What follows belongs to an exercise in optimizing a design on an open flow for small area, a short achievable clock period and few clock cycles per item; a production flow would make more cautious choices.
No functional check of the RTL was part of this run.
Power and IR drop assume default switching activity.

**flow/design.v**
```verilog
package dq_pkg;
    localparam int DQ_DMA_WIDTH = 32;
    localparam int DQ_MAX_QWIDTH = 8;
    localparam int DQ_COUNT_WIDTH = 16;
endpackage
`timescale 1ns/1ps
module dq_config (
    input  logic        clk,
    input  logic        rst_n,
    input  logic        activate,
    input  logic [24:0] up_cfg_in,
    input  logic [24:0] down_cfg_in,
    output logic [3:0]  up_bw,
    output logic [4:0]  up_base,      
    output logic [3:0]  dn_bw,
    output logic [7:0]  dn_max,       
    output logic [4:0]  dn_lo,        
    output logic [5:0]  dn_hi,        
    output logic        run
);
    always_ff @(posedge clk or negedge rst_n) begin
        if (!rst_n) begin
            run <= 1'b0;
        end else begin
            run <= activate;
        end
    end
    always_ff @(posedge clk) begin
        up_bw   <= up_cfg_in[24:21];
        up_base <= 5'd15 + up_cfg_in[20:16];
        dn_bw   <= down_cfg_in[24:21];
        dn_max  <= 8'((9'd1 << down_cfg_in[24:21]) - 9'd1);
        dn_lo   <= 5'd15 - down_cfg_in[20:16];
        dn_hi   <= {1'b0, 5'd15 - down_cfg_in[20:16]} + {2'd0, down_cfg_in[24:21]};
    end
endmodule
`timescale 1ns/1ps
module bit_extractor (
    input  logic        clk,
    input  logic        rst_n,
    input  logic        run,
    input  logic [3:0]  bw,
    input  logic [15:0] num_in,      
    input  logic        in_valid,
    input  logic [31:0] in_data,
    output logic        in_ready,
    output logic        out_valid,
    output logic [7:0]  out_value,
    input  logic        out_ready    
);
    logic [31:0] w;
    logic [6:0]  l;
    logic [5:0]  p;
    logic [15:0] rem;        
    logic        rem_nz;     
    logic        rem_gt1;    
    logic        f1;         
    logic        f2;         
    logic        can_out;
    logic        pop;
    logic        load;
    logic        need;
    logic [5:0]  p1;         
    logic [5:0]  pn;         
    logic [6:0]  pn_bw;      
    logic [6:0]  pn_2bw;     
    logic [7:0]  mask;
    logic [46:0] win;
    assign can_out = !out_valid || out_ready;
    assign pop     = rem_nz && !f1 && can_out;
    assign need    = (pop ? (rem_gt1 && f2) : (rem_nz && f1));
    assign in_ready = run && need;
    assign load    = in_valid && in_ready;
    assign p1     = p + {2'd0, bw};
    assign pn     = pop ? p1 : p;
    assign pn_bw  = {1'b0, pn} + {3'd0, bw};
    assign pn_2bw = {1'b0, pn} + {2'd0, bw, 1'b0};
    always_comb begin
        for (int i = 0; i < 8; i++) mask[i] = (i < bw);
    end
    assign win = {8'd0, w, l};
    always_ff @(posedge clk or negedge rst_n) begin
        if (!rst_n) begin
            p         <= 6'd39;
            rem       <= '0;
            rem_nz    <= 1'b0;
            rem_gt1   <= 1'b0;
            f1        <= 1'b1;
            f2        <= 1'b1;
            out_valid <= 1'b0;
        end else if (!run) begin
            p         <= 6'd39;
            rem       <= num_in;
            rem_nz    <= (num_in != 16'd0);
            rem_gt1   <= (num_in > 16'd1);
            f1        <= 1'b1;
            f2        <= 1'b1;
            out_valid <= 1'b0;
        end else begin
            if (load) begin
                p  <= pn - 6'd32;
                f1 <= (pn_bw - 7'd32 > 7'd39);
                f2 <= (pn_2bw - 7'd32 > 7'd39);
            end else begin
                p  <= pn;
                f1 <= (pn_bw > 7'd39);
                f2 <= (pn_2bw > 7'd39);
            end
            if (pop) begin
                rem     <= rem - 16'd1;
                rem_nz  <= rem_gt1;
                rem_gt1 <= (rem > 16'd2);
            end
            if (can_out) begin
                out_valid <= pop;
            end
        end
    end
    always_ff @(posedge clk) begin
        if (load) begin
            w <= in_data;
            l <= w[31:25];
        end
        if (pop) begin
            out_value <= win[p +: 8] & mask;
        end
    end
endmodule
`timescale 1ns/1ps
module dequantizer (
    input  logic [4:0]  base,        
    input  logic [7:0]  in_value,
    output logic [11:0] out_half     
);
    logic [2:0] pos;
    logic [7:0] norm;
    always_comb begin
        pos = '0;
        for (int i = 0; i < 8; i++) begin
            if (in_value[i]) pos = i[2:0];
        end
        norm = in_value << (3'd7 - pos);
        if (in_value == 8'd0) begin
            out_half = '0;
        end else begin
            out_half = {base + {2'd0, pos}, norm[6:0]};
        end
    end
endmodule
`timescale 1ns/1ps
module stream_fifo #(
    parameter int WIDTH = 16
) (
    input  logic             clk,
    input  logic             rst_n,
    input  logic             run,
    input  logic             wr_valid,
    input  logic [WIDTH-1:0] wr_data,
    output logic             wr_ready,
    output logic             rd_valid,
    output logic [WIDTH-1:0] rd_data,
    input  logic             rd_ready
);
    logic [WIDTH-1:0] skid;
    logic             skid_valid;
    logic             wr;
    logic             o_free;
    assign wr_ready = !skid_valid;
    assign wr       = wr_valid && !skid_valid;
    assign o_free   = !rd_valid || rd_ready;
    always_ff @(posedge clk or negedge rst_n) begin
        if (!rst_n) begin
            rd_valid   <= 1'b0;
            skid_valid <= 1'b0;
        end else if (!run) begin
            rd_valid   <= 1'b0;
            skid_valid <= 1'b0;
        end else begin
            if (o_free) begin
                rd_valid   <= skid_valid || wr;
                skid_valid <= 1'b0;
            end else if (wr) begin
                skid_valid <= 1'b1;
            end
        end
    end
    always_ff @(posedge clk) begin
        if (o_free) begin
            rd_data <= skid_valid ? skid : wr_data;
        end
        if (wr && !o_free) begin
            skid <= wr_data;
        end
    end
endmodule
`timescale 1ns/1ps
module quantizer (
    input  logic [4:0]  lo,          
    input  logic [5:0]  hi,          
    input  logic [7:0]  max,         
    input  logic [15:0] in_half,
    output logic [7:0]  out_value
);
    logic        s;
    logic [4:0]  e;
    logic [10:0] mant;
    logic [2:0]  x;
    logic [17:0] sh;
    assign s    = in_half[15];
    assign e    = in_half[14:10];
    assign mant = {1'b1, in_half[9:0]};
    assign x    = e[2:0] - lo[2:0];
    assign sh   = {7'd0, mant} << x;
    always_comb begin
        if (s || (e == 5'd0)) begin
            out_value = '0;
        end else if ((e == 5'd31) || ({1'b0, e} >= hi)) begin
            out_value = max;
        end else if (e < lo) begin
            out_value = '0;
        end else begin
            out_value = sh[17:10];
        end
    end
endmodule
`timescale 1ns/1ps
module bit_packer (
    input  logic        clk,
    input  logic        rst_n,
    input  logic        run,
    input  logic [3:0]  bw,
    input  logic [4:0]  lo,
    input  logic [5:0]  hi,
    input  logic [7:0]  max,
    input  logic [15:0] num_in,      
    input  logic        in_valid,
    input  logic [15:0] in_half,
    output logic        in_ready,
    output logic        out_valid,
    output logic [32:0] out_beat,
    input  logic        out_ready
);
    logic [15:0] rem;        
    logic        rem_nz;
    logic        rem_gt1;
    logic [15:0] qh;         
    logic        qv;
    logic [38:0] acc;
    logic [5:0]  fill;
    logic [7:0]  qval;
    logic        done;
    logic        word_rdy;
    logic        move;
    logic        push;
    logic        take;
    logic [38:0] ins;
    logic [5:0]  fill_base;
    quantizer qnt0 (.lo(lo), .hi(hi), .max(max), .in_half(qh), .out_value(qval));
    assign done     = !rem_nz && !qv;
    assign word_rdy = fill[5] || (done && (fill != 6'd0));
    assign move     = word_rdy && (!out_valid || out_ready);
    assign push     = qv && (!fill[5] || !out_valid);
    assign in_ready = run && rem_nz && (!qv || push);
    assign take     = in_valid && in_ready;
    assign ins       = {31'd0, qval} << fill[4:0];
    assign fill_base = move ? {1'b0, fill[4:0] & {5{fill[5]}}} : fill;
    always_ff @(posedge clk or negedge rst_n) begin
        if (!rst_n) begin
            rem       <= '0;
            rem_nz    <= 1'b0;
            rem_gt1   <= 1'b0;
            qv        <= 1'b0;
            fill      <= '0;
            out_valid <= 1'b0;
        end else if (!run) begin
            rem       <= num_in;
            rem_nz    <= (num_in != 16'd0);
            rem_gt1   <= (num_in > 16'd1);
            qv        <= 1'b0;
            fill      <= '0;
            out_valid <= 1'b0;
        end else begin
            if (take) begin
                rem     <= rem - 16'd1;
                rem_nz  <= rem_gt1;
                rem_gt1 <= (rem > 16'd2);
            end
            qv   <= take || (qv && !push);
            fill <= fill_base + (push ? {2'd0, bw} : 6'd0);
            if (move) begin
                out_valid <= 1'b1;
            end else if (out_ready) begin
                out_valid <= 1'b0;
            end
        end
    end
    always_ff @(posedge clk) begin
        if (take) begin
            qh <= in_half;
        end
        if (!run) begin
            acc <= '0;
        end else begin
            acc <= (move ? {32'd0, acc[38:32]} : acc) | (push ? ins : 39'd0);
        end
        if (move) begin
            out_beat <= {acc[31:0], done && !fill[5] || fill == 6'd32 && done};
        end
    end
endmodule
`timescale 1ns/1ps
module dequant_quant_top (
    input  logic        clk,
    input  logic        rst_n,
    input  logic        activate,
    input  logic [24:0] up_cfg,
    input  logic [24:0] down_cfg,
    input  logic        rcv_valid,
    input  logic [32:0] rcv_beat,
    output logic        rcv_ready,
    output logic        deq_valid,
    output logic [15:0] deq_data,
    input  logic        deq_ready,
    input  logic        q_valid,
    input  logic [15:0] q_data,
    output logic        q_ready,
    output logic        trm_valid,
    output logic [32:0] trm_beat,
    input  logic        trm_ready
);
    logic        run;
    logic [3:0]  up_bw;
    logic [4:0]  up_base;
    logic [3:0]  dn_bw;
    logic [7:0]  dn_max;
    logic [4:0]  dn_lo;
    logic [5:0]  dn_hi;
    logic        ext_valid;
    logic [7:0]  ext_value;
    logic        ext_ready;
    logic [11:0] dq_half;
    logic [11:0] out_half;
    dq_config cfg0 (
        .clk(clk), .rst_n(rst_n), .activate(activate),
        .up_cfg_in(up_cfg), .down_cfg_in(down_cfg),
        .up_bw(up_bw), .up_base(up_base),
        .dn_bw(dn_bw), .dn_max(dn_max), .dn_lo(dn_lo), .dn_hi(dn_hi),
        .run(run)
    );
    bit_extractor ext0 (
        .clk(clk), .rst_n(rst_n), .run(run), .bw(up_bw), .num_in(up_cfg[15:0]),
        .in_valid(rcv_valid), .in_data(rcv_beat[32:1]), .in_ready(rcv_ready),
        .out_valid(ext_valid), .out_value(ext_value), .out_ready(ext_ready)
    );
    dequantizer deq0 (.base(up_base), .in_value(ext_value), .out_half(dq_half));
    stream_fifo #(.WIDTH(12)) up_out (
        .clk(clk), .rst_n(rst_n), .run(run),
        .wr_valid(ext_valid), .wr_data(dq_half), .wr_ready(ext_ready),
        .rd_valid(deq_valid), .rd_data(out_half), .rd_ready(deq_ready)
    );
    assign deq_data = {1'b0, out_half, 3'b000};
    bit_packer pack0 (
        .clk(clk), .rst_n(rst_n), .run(run), .bw(dn_bw),
        .lo(dn_lo), .hi(dn_hi), .max(dn_max), .num_in(down_cfg[15:0]),
        .in_valid(q_valid), .in_half(q_data), .in_ready(q_ready),
        .out_valid(trm_valid), .out_beat(trm_beat), .out_ready(trm_ready)
    );
endmodule
```
**flow/run.sh**
```bash
#!/bin/bash
# synth_recipe.tcl (not shown) runs the flow's synth.tcl, then flattens the netlist and writes it again
# the make line also repeats each setting of config.mk as NAME=value (left out here)
make -C /OpenROAD-flow-scripts/flow DESIGN_CONFIG=/design/flow/config.mk WORK_HOME=/design/flow/orfs CLKGATE_MAP_FILE= SYNTH_SCRIPT=/design/flow/synth_recipe.tcl finish
```
**flow/config.mk**
```make
export PLATFORM = sky130hd
export DESIGN_NAME = dequant_quant_top
export DESIGN_NICKNAME = dequant_quant_top
export VERILOG_FILES = /design/flow/design.v
export SDC_FILE = /design/flow/constraint.sdc
export NUM_CORES = 4
export LEC_CHECK = 0
export CAP_MARGIN = 20
export CORE_MARGIN = 2
export CORE_UTILIZATION = 40
export SLEW_MARGIN = 20
```
**flow/constraint.sdc**
```tcl
create_clock -name core_clock -period 9.0 [get_ports {clk}]
set_input_delay 1.8000 -clock core_clock [delete_from_list [all_inputs] [get_ports {clk}]]
set_output_delay 1.8000 -clock core_clock [all_outputs]
set_load 0.01 [all_outputs]
```
==> reports/qor.csv <==
stage;metric;value;unit
synthesis;Compound-Gate Fraction of Synth Area;12.9;%
timing;RSZ-0062 raised after global routing;false;
synthesis;largest area contributor in the netlist;edfxtp_1;
global_route;largest net degree at the start of global routing;72;
synthesis;mux cell area share after synthesis;12.5;%
synthesis;largest family of logic cells by synthesized area;compound AO/OA/AOI/OAI gates;
setup_path;CP Max Fanout;19;
synthesis;Synth warnings;6;
global_route;gr usage total;16.9;%
setup_path;crit path capture type;output port;
finish;synthesis-to-layout area growth;22.3;%
flow_run;maxcap violations;0;
timing;Fmax;239;MHz
finish;fillcell total;2767;
die;Die Y;181;um
synthesis;simple-gate portion of the synthesized area;12.7;%
min_path;hold path depth;0;
power;PwrDens;234;nW/um^2
routing;WL per Instance;16.4;um
placed_design;final RePlAce weighted congestion;0.838;
routing;DRT iter0 DRCs;505;
routing;antenna-violating nets left;0;
setup_path;Req. time, crit path;7.20;ns
setup_path;r2r startpoint;pack0.qh[10];
synthesis;Synth Cell Area;12600;um^2
synthesis;top cells by area, synth;edfxtp_1 28%, dfxtp_1 11%, dfrtp_1 10%, mux4_2 8.6%, ha_1 4.1%;
finish;nets;1416;
routing;met2 routed WL;13.4;mm
placed_design;DP HPWL;19.6;mm
status;status;timing/DRC/antenna clean;
clocking;post-CTS resize count;0;
synthesis;share of the synthesized area in the top cell type;28.0;%
global_route;Remaining Overflow, GRT;0;
min_path;Min-Delay Endpoint;pack0.out_beat[4];
finish;fraction of layout cells with a size suffix above 1;10.3;%
routing;top sig layer;met4;
synthesis;number of synthesized flops with an enable pin;117;
clocking;CTS tree;built;
die;Die ar.;32800;um^2
clocking;Clock Sinks;244;
setup_path;CP startpoint kind;flip-flop;
timing;Slew @ Worst Pin;0.890;ns
setup_path;WP data arrival;2.38;ns
routing;final WL;27.5;mm
finish;commonest non-fill, non-tap cells in the layout;149 x clkdlybuf4s50_1, 117 x edfxtp_1, 106 x nor2_1;
clocking;Clock Pin Slew Worst Setup and Hold Paths;0.06;ns
clocking;H-tree depth;1;
power;Pint;2510;uW
synthesis;Synth Area in Adders;5.20;%
timing;Hold Vio Cnt, Final;0;
finish;Ant. Diodes;0;
synthesis;Syn Area/Cell;11.2;um^2
setup_path;Setup CP Type;flip-flop to output port;
timing;final period utilization;46.5;%
placed_design;I/O Buffers;150;
power;clock network fraction of total power;31.3;%
die;Top Ports;159;
timing;Max Slew Vio Count;0;
clocking;clk buf depth;3;
die;Initial Util;40.8;%
power;Net Switching;1080;uW
power;Pwr Total;3590;uW
power;Pleak;0.00582;uW
setup_path;CP startpoint;up_out.skid_valid;
power;switching share of power;30.1;%
timing;slew margin rel.;40.6;%
die;core area;30700;um^2
power;sequential power share;39.7;%
setup_path;FF-to-FF setup slack;4.96;ns
setup_path;FF-to-FF End;pack0.acc[14];
synthesis;ys flop type;edfxtp_1;
clocking;Worst-Skew Late Latency;0.56;ns
timing;min Tclk post-route;4.18;ns
synthesis;Syn Inst Count;1121;
synthesis;sequential element share of the synthesized area;50.5;%
routing;met1 WL;12.5;mm
global_route;first-pass GRT wire length;45.9;mm
clocking;Num CTS Buffers;28;
global_route;vias in the first global route;8922;
routing;vias;9112;
timing;Final Skew;0.0180;ns
setup_path;length in cells of the worst reg-to-reg path;13;
synthesis;number of library cell types mapped by synthesis;78;
global_route;antenna violations before repair;0;
timing;Setup TNS;0;ns
routing;drt pass-1 iters;5;
clocking;Root Buffer;clkbuf_16;
synthesis;XOR/XNOR Fraction of Synth Area;2.79;%
clocking;Post-CTS Hold Buffers;0;
routing;met3 wire len;1.12;mm
min_path;worst hold path type;flip-flop to flip-flop;
synthesis;Synth async-reset ratio;23.0;%
power;Combinational Power Share;29.1;%
synthesis;register bit total from synthesis;244;
routing;Vias/cell;5.42;
finish;most common cell after layout, fill and taps aside;clkdlybuf4s50_1;
die;Rows;64;
power;peak supply drop;0.000155;V
die;die span in x;181;um
timing;setup violators final;0;
routing;Post-route DRC;0;
clocking;Post-CTS Setup Bufs;0;
min_path;Hold Path Origin;pack0.acc[3];
-- worst max-delay path: stages, from the launching register on --
cell             delay, ns
dfrtp_1               0.79
nand2_1               0.24
a31oi_1               0.22
nor2_1                0.07
clkdlybuf4s50_1       0.51
-- cell usage after synthesis, drive strengths merged, types with 18 or more instances --
library cell  number
nand2            103
ha                41
clkbuf            43
nor3              20
dfxtp             71
edfxtp           117
mux2              18
xnor2             24
inv               53
o21ai             48
dfrtp             50
mux4              48
a21oi             64
mux2i             29
nor2             106
-- layer usage --
layer / GRT usage, % / up-vias
met5: 0 / -
met4: 3.93 / 0
met3: 2.22 / 37
met2: 29.4 / 201
met1: 22.6 / 4418
li1: - / 4456
-- stage by stage --
| stage | instances | area, um^2 | util [%] | hold slack, ns | setup WS [ns] |
|---|---|---|---|---|---|
| 4_1_cts | 1680 | 15400 | 50.0 | 0.435 | 4.74 |
| 2_1_floorplan | 1124 | 12600 | - | 0.408 | 5.19 |
| 3_3_place_gp | 1628 | 14400 | 46.9 | 0.416 | 4.83 |
| 5_1_grt | 1680 | 15400 | 50.0 | 0.444 | 4.65 |
| 3_5_place_dp | 1628 | 14400 | 46.9 | 0.419 | 4.81 |
| 6_report | 1680 | 15400 | 50.0 | 0.432 | 4.82 |
-- logic make-up (layout without fill, tap and decap cells) --
kind of cell / after synthesis / in the layout
adders and majority gates: 48 / 48
xor gates and xnor gates: 40 / 40
DFF: 244 / 244
muxes: 95 / 95
buffers and inverters: 106 / 266
AOI/OAI and AO/OA: 244 / 244
other: 1 / 4
and+or+nand+nor: 343 / 343
-- worst max path at each step --
stage / cells past startpoint / endpoint
6_report: 4 / rcv_ready
2_1_floorplan: 6 / pack0.acc[20]
3_3_place_gp: 7 / pack0.rem[6]
3_5_place_dp: 7 / pack0.rem[6]
4_1_cts: 4 / rcv_ready
5_1_grt: 4 / rcv_ready
-- flip-flops by register name (all words and copies together) (netlist names), 7 cells and up --
name	flops
ext0.w	32
ext0.l	7
up_out.skid	12
ext0.rem	16
pack0.acc	39
up_out.rd_data	12
pack0.qh	13
pack0.out_beat	33
cfg0.dn_max	8
pack0.rem	16
ext0.out_value	8
-- area by class of cell --
type                    count  area, um^2  area share [%]
inverters                  53         199            1.29
clock inverters             9        96.3           0.627
multi-input cells         774        5810            37.8
repair buffers            161        1580            10.3
well taps                 396         495            3.23
clock buffers              43         838            5.46
flip-flops and latches    244        6340            41.3
-- power by group through the flow --
stage	clock, uW	combinational [uW]	sequential (uW)
global placement	0	1020	1440
floorplan	0	797	1390
finish	1120	1040	1420
CTS	1150	1050	1420
detailed placement	0	1040	1440
global route	1190	1160	1440

==> separate check: timing with driven ports <==
The results above use ideal ports. As a check the final layout listed here was re-extracted and re-timed, cells and wires unchanged. Step 1 assumes that a clkbuf_16 drives the clock port and a buf_2 every other input. Step 2 times the ports against the registers' clock, not the clock port: input delays grow and output delays shrink by t, the midpoint of the rising clock arrivals with the driver on. a / b / c = no drivers / after step 1 / after step 2; a / b = the first two.
t, ns: 0.597
slack for setup (ns): 4.818 / 4.769 / 4.801
worst hold slack (ns): 0.432 / 0.432 / 0.432
worst setup path at the end: input to register
worst register clock-pin slew, ns: 0.07 / 0.07
After both steps setup and hold are still met in this run. For this run, drivers alone change the setup slack by -0.049 ns; drivers and shift together by -0.017 ns.
